Background: an optimization exercise with open tools, aiming at small area, a short achievable clock period and few clock cycles per item. Do not read the settings as production practice. The RTL was checked by simulation tests, not by an equivalence proof against the original design.

==> flow/design.v (excerpt) <==
module qoiEncoder (
	input logic clk,
	input logic reset,
	input logic pixelValid,
	input logic [31:0] pixelData,
	input logic lastPixel,
	output logic busy,
	output logic byteValid,
	output logic [7:0] byteData,
	output logic done
);
Size in the first run: roughly 4500 cells after synthesis, roughly 1900 flip-flops, ~74000 um^2 of cells after synthesis.
clock: 14.0 ns
lec_check: 0
cap_margin: 20
core_margin: 2
core_utilization: 65
cts_buf_list: sky130_fd_sc_hd__clkbuf_16
cts_cluster_diameter: 70
cts_cluster_size: 22
slew_margin: 20
standard.sh (not shown) runs the stock make flow with config.mk's settings and CLKGATE_MAP_FILE= SYNTH_SCRIPT=/design/flow/synth_recipe.tcl, a recipe that flattens the netlist after the stock synthesis.
==> flow/flow/run.sh <==
#!/bin/bash
# The standard layout (standard.sh), with repair_timing aiming for a setup
# slack of SETUP_MARGIN ns at the design's clock period, so the layout is
# sized for a shorter period than the clock constraint asks for. The SDC,
# clock period and every other setting are the standard flow's.
set -euo pipefail
SETUP_MARGIN=${SETUP_MARGIN:-10}
sed "s|CLKGATE_MAP_FILE= |CLKGATE_MAP_FILE= SETUP_SLACK_MARGIN=${SETUP_MARGIN} |" standard.sh > standard_margin.sh
grep -q "SETUP_SLACK_MARGIN=${SETUP_MARGIN}" standard_margin.sh
bash standard_margin.sh > standard_flow.log 2>&1
The starting point finished with timing, DRC and antenna clean.
Testbench counts at the start, summed over its fixed seeds: cycles 49,355, pixels 22,418.
Change:
Settings changed: CTS_CLUSTER_DIAMETER 70 to 80, CTS_CLUSTER_SIZE 22 to 30.
Cell area falls by 1.0%.
Area after synthesis stays the same.
Utilization falls by 0.78 points.
First-iteration DRC count falls by 0.75%.
Worst setup slack degrades by 0.0077 ns.
Die area is unchanged.
Wire length stays flat.

---

## xenon
qoiEncoder, a different RTL version from the one above (not shown whole).
For scale: roughly 76000 um^2 of cells after synthesis.
clock: 14.0 ns
lec_check: 0
cap_margin: 20
core_margin: 2
core_utilization: 65
cts_buf_list: sky130_fd_sc_hd__clkbuf_16
cts_cluster_diameter: 75
cts_cluster_size: 26
slew_margin: 20
==> flow/flow/run.sh <==
#!/bin/bash
# The standard layout (standard.sh) in two parts. Up to clock tree synthesis,
# repair_timing aims for a setup slack of 10 ns at the design's clock period,
# so the layout is sized for a shorter period than the clock constraint asks
# for; from global routing on it aims for 9.8 ns, so the repair after global
# routing adds less area. The SDC, clock period and every other setting are
# the standard flow's.
set -euo pipefail
with_margin() {
	sed "s|CLKGATE_MAP_FILE= |CLKGATE_MAP_FILE= SETUP_SLACK_MARGIN=$1 |" standard.sh > "standard_margin_$1.sh"
	grep -q "SETUP_SLACK_MARGIN=$1 " "standard_margin_$1.sh"
}
with_margin 10
with_margin 9.8
bash standard_margin_10.sh cts > standard_flow_cts.log 2>&1
bash standard_margin_9.8.sh > standard_flow_finish.log 2>&1
Testbench counts of xenon, summed over its fixed seeds: cycles 49,355, pixels 22,418.
#### Input delta (fjord over xenon)
Settings: a change of CTS_CLUSTER_DIAMETER from 75 to 70; a change of CTS_CLUSTER_SIZE from 26 to 22.
--- outcome ---
Final non-filler cell total ends up lower on xenon.
Layout buffer count excluding clock buffers: lower on fjord
Compared with xenon, fjord shows a lower logic depth of the worst register-to-register path.
Between fjord and xenon, it is fjord whose area overhead of the layout relative to synthesis is higher, by 0.53 points.
Status: wire length parity (xenon, fjord)

---

## 12-16
qoiEncoder again, from the RTL that the note above started with.
export LEC_CHECK = 0
export CAP_MARGIN = 20
export CORE_MARGIN = 2
export CORE_UTILIZATION = 65
export CTS_BUF_LIST = sky130_fd_sc_hd__clkbuf_16
export CTS_CLUSTER_DIAMETER = 70
export CTS_CLUSTER_SIZE = 22
export SLEW_MARGIN = 20
create_clock -name core_clock -period 14.0 [get_ports {clk}]
==> flow/flow/run.sh <==
#!/bin/bash
# The standard layout (standard.sh), with repair_timing aiming for a setup
# slack of SETUP_MARGIN ns at the design's clock period, so the layout is
# sized for a shorter period than the clock constraint asks for. The SDC,
# clock period and every other setting are the standard flow's.
set -euo pipefail
SETUP_MARGIN=${SETUP_MARGIN:-10}
sed "s|CLKGATE_MAP_FILE= |CLKGATE_MAP_FILE= SETUP_SLACK_MARGIN=${SETUP_MARGIN} |" standard.sh > standard_margin.sh
grep -q "SETUP_SLACK_MARGIN=${SETUP_MARGIN}" standard_margin.sh
bash standard_margin.sh > standard_flow.log 2>&1
The flow did not stop early for 12-16: all stages ran, and the layout cleared the timing, design-rule and antenna checks.
Testbench counts of 12-16, summed over its fixed seeds: cycles 49,355, pixels 22,418.
> inputs changed (12-16 -> 10-09)
- a change of CTS_CLUSTER_SIZE from 22 to 26
- a change of CTS_CLUSTER_DIAMETER from 70 to 75
## What came out
- 10-09 ended up with a higher detailed-router iteration count before antenna repair than 12-16 did.
- Summary — minimum setup slack among reg-to-reg paths, 10-09 relative to 12-16: higher, by 70 ps.
- 10-09 vs 12-16 — wire length dropped 6.4 mm.
- 12-16 → 10-09: worst slew margin relative to its limit picked up an extra 3.3 points, cell area shows a reduction of 1.3%.
- In 10-09, the clock skew came out 4.0 ps above the value in 12-16.
- Every run in the comparison, 10-09 and 12-16, completed the flow with a clean layout.

==> static timing again, ports no longer ideal <==
Ports are ideal in the flow. The routed layouts listed here were re-timed in OpenROAD.
Step 1, drivers: a clkbuf_16 drives clk and a buf_2 each remaining input, both assumed.
Step 2 moves the port delays by t, midway between the first and last clock arrival at a register: inputs arrive t later, outputs are due t later. That takes back most of the time a late clock gives input paths.
Three values: ideal ports, drivers, drivers and shift; two values: the first two.
run	t (ns)	setup WS [ns]	worst setup path after step 2	worst register clock-pin slew, ns
the first run of note 1	0.844	9.663 / 9.663 / 9.231	input to register	0.10 / 0.10
the second run of note 1	0.809	9.655 / 9.655 / 9.249	input to register	0.12 / 0.12
xenon	0.812	9.844 / 9.844 / 9.199	input to register	0.11 / 0.11
fjord	0.823	9.844 / 9.844 / 9.193	input to register	0.10 / 0.10
12-16	0.822	9.802 / 9.802 / 9.260	input to register	0.10 / 0.10
10-09	0.816	9.872 / 9.853 / 9.274	input to register	0.11 / 0.11
After both steps every run listed still meets setup and hold. The setup slack of fjord, which loses most, moves by 0.000 ns with the drivers and by -0.651 ns with both steps.
